Background: an optimization exercise with open tools, aiming at a short achievable clock period and few clock cycles per item. Do not read the settings as production practice.
In this exercise RTL edits were held to simulation tests only and were not proved equivalent to the original.
Power and IR drop assume default switching activity.

### design/flow/design.v
`default_nettype none
package cache_pkg;
        typedef logic [32-1:0] addr_t;
        typedef logic [32-1:0] word_t;
        typedef logic [4*32-1:0] line_t;   
        typedef logic [27-1:0] tag_t;
        typedef logic [$clog2(2)-1:0] set_t;
        typedef logic [$clog2(2)-1:0] way_t;
        typedef struct packed {
                logic valid;
                logic dirty;
                tag_t tag;
        } tag_entry_t;
        typedef enum logic [2:0] {
                IDLE       = 3'd0,
                LOOKUP     = 3'd1,
                EVICT      = 3'd2,       
                EVICT_WAIT = 3'd3,
                FILL       = 3'd4,       
                FILL_WAIT  = 3'd5
        } ctrl_state_t;
endpackage
`default_nettype wire
`default_nettype none
module cache_top
        (
        input  logic                    clk,
        input  logic                    reset,
        input  logic                    cpu_read,
        input  logic                    cpu_write,
        input  logic                    cpu_byte,
        input  cache_pkg::addr_t        cpu_addr,
        input  cache_pkg::word_t        cpu_wdata,
        output cache_pkg::word_t        cpu_rdata,
        output logic                    cpu_rvalid,
        output logic                    stall_pc,
        output logic                    mem_req,
        output logic                    mem_we,
        output cache_pkg::addr_t        mem_addr,
        output cache_pkg::line_t        mem_wdata,
        input  logic                    mem_ack,
        input  cache_pkg::line_t        mem_rdata
        );
        localparam int QD = 4;           
        localparam int AD = 8;           
        localparam int TW = 27;
        function automatic logic [31:0] ext(input logic [31:0] w, input logic [1:0] bs, input logic bm);
                logic [7:0] b;
                case (bs)
                2'd0: b = w[7:0];
                2'd1: b = w[15:8];
                2'd2: b = w[23:16];
                default: b = w[31:24];
                endcase
                ext = bm ? {24'b0, b} : w;
        endfunction
        logic [TW-1:0] tg [4];
        logic [3:0] vld;
        logic [3:0] dty;
        logic [1:0] lru;                 
        logic take;
        logic s0_set;
        logic [TW-1:0] s0_tag;
        logic [3:0] eq;
        logic s0_hit;
        logic s0_hway;
        logic s0_lw;
        logic s0_way;
        logic s0_wb;
        logic [TW-1:0] s0_vtag;
        assign take = (cpu_read || cpu_write) && !stall_pc;
        assign s0_set = cpu_addr[4];
        assign s0_tag = cpu_addr[31:5];
        always_comb
        begin
                for (int i = 0; i < 4; i++)
                        eq[i] = vld[i] && (tg[i] == s0_tag);
        end
        assign s0_hit = s0_set ? (eq[2] || eq[3]) : (eq[0] || eq[1]);
        assign s0_hway = s0_set ? eq[3] : eq[1];
        assign s0_lw = lru[s0_set];
        assign s0_way = s0_hit ? s0_hway : s0_lw;
        assign s0_wb = !s0_hit && vld[{s0_set, s0_lw}] && dty[{s0_set, s0_lw}];
        assign s0_vtag = tg[{s0_set, s0_lw}];
        always_ff @(posedge clk or posedge reset)
        begin
                if (reset)
                begin
                        vld <= '0;
                        dty <= '0;
                        lru <= '0;
                end
                else if (take)
                begin
                        lru[s0_set] <= !s0_way;
                        if (!s0_hit)
                        begin
                                vld[{s0_set, s0_lw}] <= 1'b1;
                                dty[{s0_set, s0_lw}] <= cpu_write;
                        end
                        else if (cpu_write)
                        begin
                                dty[{s0_set, s0_hway}] <= 1'b1;
                        end
                end
        end
        always_ff @(posedge clk)
        begin
                if (take && !s0_hit)
                        tg[{s0_set, s0_lw}] <= s0_tag;
        end
        logic           q_rd [QD];
        logic           q_bm [QD];
        logic           q_set [QD];
        logic [1:0]     q_wd [QD];
        logic [1:0]     q_bs [QD];
        logic [TW-1:0]  q_tag [QD];
        logic [31:0]    q_wdata [QD];
        logic           q_way [QD];
        logic           q_miss [QD];
        logic           q_wb [QD];
        logic [TW-1:0]  q_vtag [QD];
        logic [2:0]     qcnt;
        logic [2:0]     qcnt_pop;
        logic [2:0]     qcnt_next;
        logic           pop;
        assign qcnt_pop = qcnt - {2'b0, pop};
        assign qcnt_next = qcnt_pop + {2'b0, take};
        always_ff @(posedge clk)
        begin
                for (int i = 0; i < QD; i++)
                begin
                        if (take && qcnt_pop == 3'(i))
                        begin
                                q_rd[i] <= cpu_read;
                                q_bm[i] <= cpu_byte;
                                q_set[i] <= s0_set;
                                q_wd[i] <= cpu_addr[3:2];
                                q_bs[i] <= cpu_addr[1:0];
                                q_tag[i] <= s0_tag;
                                q_wdata[i] <= cpu_wdata;
                                q_way[i] <= s0_way;
                                q_miss[i] <= !s0_hit;
                                q_wb[i] <= s0_wb;
                                q_vtag[i] <= s0_vtag;
                        end
                        else if (pop && i < QD-1)
                        begin
                                q_rd[i] <= q_rd[i+1];
                                q_bm[i] <= q_bm[i+1];
                                q_set[i] <= q_set[i+1];
                                q_wd[i] <= q_wd[i+1];
                                q_bs[i] <= q_bs[i+1];
                                q_tag[i] <= q_tag[i+1];
                                q_wdata[i] <= q_wdata[i+1];
                                q_way[i] <= q_way[i+1];
                                q_miss[i] <= q_miss[i+1];
                                q_wb[i] <= q_wb[i+1];
                                q_vtag[i] <= q_vtag[i+1];
                        end
                end
        end
        always_ff @(posedge clk or posedge reset)
        begin
                if (reset)
                begin
                        qcnt <= '0;
                        stall_pc <= 1'b0;
                end
                else
                begin
                        qcnt <= qcnt_next;
                        stall_pc <= (qcnt_next == 3'(QD));
                end
        end
        logic [31:0] arr [16];           
        logic [1:0] mst;                 
        logic pend;                      
        logic pset;
        logic pway;
        logic [3:0] pmask;               
        logic [TW:0] raddr;              
        logic fill;
        logic qv;
        logic e_rd;
        logic e_set;
        logic e_way;
        logic [1:0] e_wd;
        logic e_slot_pend;
        logic a_room;
        logic [31:0] e_word;
        logic s1_wr;
        logic s1_rd;
        logic s1_wait;
        logic handoff;
        logic [AD-1:0] a_rdy;
        logic [31:0] a_dat [AD];
        logic [1:0] a_wd [AD];
        logic [1:0] a_bs [AD];
        logic a_bm [AD];
        logic [3:0] acnt;
        logic apop;
        assign pend = (mst != 2'd0);
        assign fill = (mst == 2'd2) && mem_ack;
        assign qv = (qcnt != 3'd0);
        assign e_rd = q_rd[0];
        assign e_set = q_set[0];
        assign e_way = q_way[0];
        assign e_wd = q_wd[0];
        assign e_slot_pend = pend && (e_set == pset) && (e_way == pway);
        assign apop = (acnt != 4'd0) && a_rdy[0];
        assign a_room = (acnt != 4'(AD)) || apop;
        assign pop = qv && !(q_miss[0] && pend) && !(e_rd && !a_room);
        assign handoff = pop && q_miss[0];
        assign s1_wr = pop && !e_rd;
        assign s1_rd = pop && e_rd;
        assign s1_wait = q_miss[0] || (e_slot_pend && !pmask[e_wd]);
        assign e_word = arr[{e_set, e_way, e_wd}];
        always_ff @(posedge clk)
        begin
                for (int i = 0; i < 16; i++)
                begin
                        if (s1_wr && 4'(i) == {e_set, e_way, e_wd})
                                arr[i] <= q_wdata[0];
                        else if (fill && 3'(i >> 2) == {1'b0, pset, pway} && !pmask[i % 4])
                                arr[i] <= mem_rdata[(i % 4)*32 +: 32];
                end
        end
        always_ff @(posedge clk or posedge reset)
        begin
                if (reset)
                begin
                        mst <= 2'd0;
                        mem_req <= 1'b0;
                end
                else
                begin
                        mem_req <= 1'b0;
                        if (handoff)
                        begin
                                mem_req <= 1'b1;
                                mst <= q_wb[0] ? 2'd1 : 2'd2;
                        end
                        else if (mst == 2'd1 && mem_ack)
                        begin
                                mem_req <= 1'b1;
                                mst <= 2'd2;
                        end
                        else if (fill)
                        begin
                                mst <= 2'd0;
                        end
                end
        end
        always_ff @(posedge clk)
        begin
                if (handoff)
                begin
                        mem_we <= q_wb[0];
                        mem_addr <= q_wb[0] ? {q_vtag[0], e_set, 4'b0} : {q_tag[0], e_set, 4'b0};
                        mem_wdata <= {arr[{e_set, e_way, 2'd3}], arr[{e_set, e_way, 2'd2}],
                                      arr[{e_set, e_way, 2'd1}], arr[{e_set, e_way, 2'd0}]};
                        raddr <= {q_tag[0], e_set};
                        pset <= e_set;
                        pway <= e_way;
                        pmask <= e_rd ? 4'b0 : (4'b1 << e_wd);
                end
                else
                begin
                        if (mst == 2'd1 && mem_ack)
                        begin
                                mem_we <= 1'b0;
                                mem_addr <= {raddr, 4'b0};
                        end
                        if (s1_wr && e_slot_pend)
                                pmask[e_wd] <= 1'b1;
                end
        end
        logic [AD-1:0] r_rdy;
        logic [31:0] r_dat [AD];
        logic p_rdy;
        logic [31:0] p_dat;
        logic [3:0] acnt_pop;
        assign acnt_pop = acnt - {3'b0, apop};
        always_comb
        begin
                for (int i = 0; i < AD; i++)
                begin
                        r_rdy[i] = a_rdy[i] || fill;
                        r_dat[i] = a_rdy[i] ? a_dat[i] : ext(mem_rdata[a_wd[i]*32 +: 32], a_bs[i], a_bm[i]);
                end
                p_rdy = !s1_wait || fill;
                p_dat = !s1_wait ? ext(e_word, q_bs[0], q_bm[0]) : ext(mem_rdata[e_wd*32 +: 32], q_bs[0], q_bm[0]);
        end
        always_ff @(posedge clk)
        begin
                for (int i = 0; i < AD; i++)
                begin
                        if (s1_rd && acnt_pop == 4'(i))
                        begin
                                a_rdy[i] <= p_rdy;
                                a_dat[i] <= p_dat;
                                a_wd[i] <= e_wd;
                                a_bs[i] <= q_bs[0];
                                a_bm[i] <= q_bm[0];
                        end
                        else if (apop && i < AD-1)
                        begin
                                a_rdy[i] <= r_rdy[i+1];
                                a_dat[i] <= r_dat[i+1];
                                a_wd[i] <= a_wd[i+1];
                                a_bs[i] <= a_bs[i+1];
                                a_bm[i] <= a_bm[i+1];
                        end
                        else
                        begin
                                a_rdy[i] <= r_rdy[i];
                                a_dat[i] <= r_dat[i];
                        end
                end
        end
        always_ff @(posedge clk or posedge reset)
        begin
                if (reset)
                begin
                        acnt <= '0;
                        cpu_rvalid <= 1'b0;
                end
                else
                begin
                        acnt <= acnt_pop + {3'b0, s1_rd};
                        cpu_rvalid <= apop;
                end
        end
        always_ff @(posedge clk)
        begin
                if (apop)
                        cpu_rdata <= a_dat[0];
        end
endmodule
`default_nettype wire
### design/flow/run.sh
#!/bin/bash
# synth_recipe.tcl (not shown) runs the flow's synth.tcl, then flattens the netlist and writes it again
# the make line also repeats each setting of config.mk as NAME=value (left out here)
make -C /OpenROAD-flow-scripts/flow DESIGN_CONFIG=/design/flow/config.mk WORK_HOME=/design/flow/orfs CLKGATE_MAP_FILE= SYNTH_SCRIPT=/design/flow/synth_recipe.tcl finish
### design/flow/config.mk
export PLATFORM = sky130hd
export DESIGN_NAME = cache_top
export DESIGN_NICKNAME = cache_top
export VERILOG_FILES = /design/flow/design.v
export SDC_FILE = /design/flow/constraint.sdc
export NUM_CORES = 4
export LEC_CHECK = 0
export ABC_CLOCK_PERIOD_IN_PS = 2500
export CAP_MARGIN = 20
export CORE_MARGIN = 2
export CORE_UTILIZATION = 40
export SETUP_SLACK_MARGIN = 5
export SLEW_MARGIN = 20
### design/flow/constraint.sdc
create_clock -name core_clock -period 9.0 [get_ports {clk}]
set_input_delay 1.8000 -clock core_clock [delete_from_list [all_inputs] [get_ports {clk}]]
set_output_delay 1.8000 -clock core_clock [all_outputs]
set_load 0.01 [all_outputs]
==> summary.txt <==
-- state kept, by name (all words and copies together), names as in the netlist, 16 cells and up, named ones only --
| signal | cells |
|---|---|
| q_tag | 108 |
| mem_wdata | 128 |
| a_dat | 256 |
| q_vtag | 108 |
| mem_addr | 28 |
| cpu_rdata | 32 |
| q_wdata | 128 |
| raddr | 28 |
| a_bs | 16 |
| arr | 512 |
| a_wd | 16 |
| tg | 108 |
-- worst max-delay path, delay by kind of cell (launching register included) --
family / cells / cell delay [ns]
and+or+nand+nor: 3 / 0.89
AOI/OAI and AO/OA: 4 / 1.75
DFF: 1 / 0.32
buffers and inverters: 2 / 0.80
-- power groups by stage --
| stage | Combinational (mW) | Sequential, mW | Clock [mW] |
|---|---|---|---|
| CTS | 19.3 | 13.3 | 7.09 |
| detailed placement | 18.8 | 13.4 | 0 |
| global route | 20.9 | 13.5 | 7.37 |
| global placement | 18.6 | 13.3 | 0 |
| floorplan | 11.9 | 12.7 | 0 |
| finish | 20.1 | 13.3 | 7.04 |
-- per-layer routing --
layer	track usage	up-vias	share of wire
li1	-	25500	-
met1	0.390	31600	0.36
met2	0.468	4630	0.44
met3	0.0887	1277	0.12
met4	0.200	58	0.080
met5	0	-	0.0011
-- final cells by class --
type                    instances  share of cell area
diodes                         14            0.000363
clock buffers                 224              0.0477
clock inverters                95             0.00905
inverters                      44             0.00229
multi-input cells            4247               0.382
flip-flops and latches       1552               0.457
well taps                    2788              0.0361
repair buffers                653              0.0649
-- cell usage after synthesis, types with 17 or more instances --
cell type                  number
sky130_fd_sc_hd__nand2_1      590
sky130_fd_sc_hd__xnor2_1       66
sky130_fd_sc_hd__nand4_1       25
sky130_fd_sc_hd__dfxtp_1      232
sky130_fd_sc_hd__a221oi_1      20
sky130_fd_sc_hd__dfrtp_1       22
sky130_fd_sc_hd__o221ai_1      36
sky130_fd_sc_hd__inv_1         43
sky130_fd_sc_hd__nand3_1       85
sky130_fd_sc_hd__o22ai_1       64
sky130_fd_sc_hd__a21oi_1      362
sky130_fd_sc_hd__and2_1        25
sky130_fd_sc_hd__o211ai_1      22
sky130_fd_sc_hd__clkbuf_1     460
sky130_fd_sc_hd__nand2b_1      40
sky130_fd_sc_hd__edfxtp_1    1298
sky130_fd_sc_hd__nor2b_1      108
sky130_fd_sc_hd__o21ai_0      177
sky130_fd_sc_hd__a211oi_1     111
sky130_fd_sc_hd__a22o_1        17
sky130_fd_sc_hd__mux2i_1      249
sky130_fd_sc_hd__buf_4         28
sky130_fd_sc_hd__xor2_1        52
sky130_fd_sc_hd__o41ai_1       20
sky130_fd_sc_hd__or2_2         19
sky130_fd_sc_hd__mux2_2       894
sky130_fd_sc_hd__nor4_1        33
sky130_fd_sc_hd__buf_2        169
sky130_fd_sc_hd__and3_1        22
sky130_fd_sc_hd__o31ai_1       26
sky130_fd_sc_hd__mux4_2       342
sky130_fd_sc_hd__nor3b_1       24
sky130_fd_sc_hd__a22oi_1      222
sky130_fd_sc_hd__nor3_1        60
sky130_fd_sc_hd__nor2_1       274
sky130_fd_sc_hd__buf_1         46
-- worst paths after layout --
| check | from | end | slack (ns) | cells after the start |
|---|---|---|---|---|
| setup / recovery | q_wd[0][0] | a_dat[0][23] | 4.86 | 9 |
| hold / removal | a_dat[0][15] | cpu_rdata[15] | 0.42 | 0 |
| setup reg to reg | q_wd[0][0] | a_dat[0][23] | 4.86 | 9 |
| hold reg to reg | a_dat[0][15] | cpu_rdata[15] | 0.42 | 0 |
| max in group asynchronous | reset | async pin | 7.28 | 3 |
| min in group asynchronous | reset | cpu_rvalid | 1.36 | 3 |
-- kinds of logic after synthesis --
group           share of synthesized area
other cells                     0.0000449
mux                                 0.243
buf+inv                            0.0378
fa+ha+maj                         0.00120
compound gates                      0.100
xor+xnor                           0.0124
flops                               0.529
simple gates                       0.0762
-- layout by cell type, fill, tap and decap left out, types with 53 or more instances in the layout --
master / count
sky130_fd_sc_hd__a211oi_1: 108
sky130_fd_sc_hd__mux4_2: 342
sky130_fd_sc_hd__nor3_1: 53
sky130_fd_sc_hd__o22ai_1: 62
sky130_fd_sc_hd__buf_4: 229
sky130_fd_sc_hd__clkdlybuf4s50_1: 353
sky130_fd_sc_hd__mux2i_1: 249
sky130_fd_sc_hd__nor2b_1: 100
sky130_fd_sc_hd__dfxtp_1: 229
sky130_fd_sc_hd__o21ai_0: 153
sky130_fd_sc_hd__a21oi_1: 361
sky130_fd_sc_hd__nand3_1: 65
sky130_fd_sc_hd__nor2_1: 262
sky130_fd_sc_hd__nand2_1: 584
sky130_fd_sc_hd__xnor2_1: 62
sky130_fd_sc_hd__edfxtp_1: 1298
sky130_fd_sc_hd__mux2_2: 894
sky130_fd_sc_hd__clkbuf_16: 178
sky130_fd_sc_hd__a22oi_1: 222
-- what timing repair did --
item                       4_1_cts  5_1_grt
gates cloned                     6        2
setup endpoints to repair     1066      600
resized for setup               84       67
buffers inserted                19       10
hold buffers                     0        0
pin swaps                       12        5
==> reports/summary.md <==
- Port Buffers: 389
- number of rows created at floorplan: 167
- CTS Root Cell: sky130_fd_sc_hd__clkbuf_16
- vias in the first global route: 60800
- die boundary height: 461 um
- most prevalent standard cell on the critical path: sky130_fd_sc_hd__nand2_1
- total power after layout: 40.5 mW
- share of the clock period used by the worst path after layout: 0.460
- Worst Slack Setup Final: 4.86 ns
- Mapped Area: 83400 sq um
- overall die width: 461 um
- internal power contribution: 22.9 mW
- vias: 63100
- remaining global-route overflow: 0
- share of post-route cells with drive strength above 1: 0.283
- number of maximum-capacitance constraint violations: 0
- clock tree from TritonCTS: done
- fraction of power consumed by the clock network: 0.174
- endpoint required time on the critical path: 9.57 ns
- # H-tree levels: 4
- arrival time at the worst endpoint: 4.71 ns
- Residual DRC: 0
- critical path capture point type: flip-flop
- post-detailed-route via-to-cell ratio: 6.56
- path class of the lowest-slack min-delay path: reg2reg
- proportion of synthesized chip area in sequential cells: 0.529
- number of antenna violations at the first check in global routing: 46
- total power density per cell area: 419 nW/um^2
- largest buffer count on any clock path: 3
- list of cells traversed by the critical path: buf_4, buf_16, nand2b_1, o22ai_1, a211o_1, o311ai_0, a21oi_2, nand2_1, nand2_1
- gate count of the mapped netlist: 6541
- Sink Count: 1552
- number of placed cells counting well taps: 9246
- WL/cell: 35.2 um
- max_slew headroom: 0.165
- area used by sequential logic in the layout: 44200 sq um
- CP Max Fanout: 79
- detailed-route wire length: 338 mm
- kind of start point of the critical path: flip-flop
- sw frac: 0.433
- measured slew at the worst slew-check pin: 1.25 ns
- Final #Nets: 6878
- synthesis-to-layout area growth: 15.8%
- synth top area cells: sky130_fd_sc_hd__edfxtp_1 (47%), sky130_fd_sc_hd__mux2_2 (12%), sky130_fd_sc_hd__mux4_2 (9.2%)
- Total Routing Usage GR: 0.310
- Die Area: 212000 sq um
- post-synthesis cell type with the largest combined area: sky130_fd_sc_hd__edfxtp_1
- kind of critical path: reg2reg
- count of different cell masters after synthesis: 93
- number of enable flip-flop cells after synthesis: 1298
- final setup fails: 0
- sequential share of power: 0.329
- result of the run: complete, no violations
- Yosys Warn Count: 19
- Multi-input gate area: 37000 sq um
- final number of hold-violating endpoints: 0
- Synth Area per Inst: 12.8 sq um
- final count of pins violating max slew: 0
- power share of the combinational group: 0.497
- global-route wire length before repair: 466 mm
- largest net degree at the start of global routing: 152
- register clock-pin slew on the reported worst setup and hold paths: 0.06 ns
- length of the first detailed-routing pass in iterations: 9
- instance area after placement: 90200 sq um
- switching power total: 17.5 mW
- total negative slack for setup checks: 0 ns
- final instance area: 96600 sq um
- DR iter-0 viols: 9622
- Pleak: 33.9 nW
- final worst path period need: 4.14 ns
- Core Util, Final: 0.466
- Initial Util: 0.403
- Synth Flop Type: sky130_fd_sc_hd__edfxtp_1
- area share of the largest cell type after synthesis: 0.467
- slowest stage cell on the critical path: sky130_fd_sc_hd__o311ai_0
- core region area: 207000 sq um
- detailed-placement wirelength estimate: 224 mm
- final worst hold slack: 0.418 ns
- worst-case setup slack after placement: 3.17 ns
- non-filler instance count after layout: 9617
- number of CTS-inserted buffers: 174
- RD Place Congestion: 0.966
- clock tree skew after final layout: 0.0514 ns
- delay of the slowest cell on the worst path: 0.87 ns
- async set-reset flop share out of synthesis: 0.0142
- Fill cells: 18600
- latest clock arrival within the worst-skew pair: 0.85 ns
- unrepaired setup endpoints after global routing: yes
- number of top-level pins: 394
- highest clock rate: 0.242 GHz
- Peak VDD IR: 0.349 mV
- total of flip-flops plus latches after synthesis: 1552
- count of nets left with antenna violations after detail routing: 0
Testbench counts, summed over its fixed seeds: cycles 18,515, requests 9,600.

-- afterwards: timing with drivers on the ports --
In the flow no input, the clock included, has a driving cell. The finished layout below was timed again as built, in two steps. Step 1 sets driving cells, clkbuf_16 on the clock port and buf_2 on the other inputs (assumed; they add their load-dependent delay and slew). Step 2 adds t to the input delays and takes it off the output delays; t is the mean of the earliest and latest rising clock arrival at the registers after step 1. Input paths then give back, and output paths get back, about the clock's delay inside the block. a / b / c = ideal / step 1 / step 2; a / b = the first two.
t, ns: 0.919
slack for setup (ns): 4.862 / 4.862 / 4.048
slew at the worst register clock pin (ns): 0.07 / 0.07
After both steps this run still meets setup and hold. For this run, drivers alone change the setup slack by 0.000 ns; drivers and shift together by -0.814 ns.
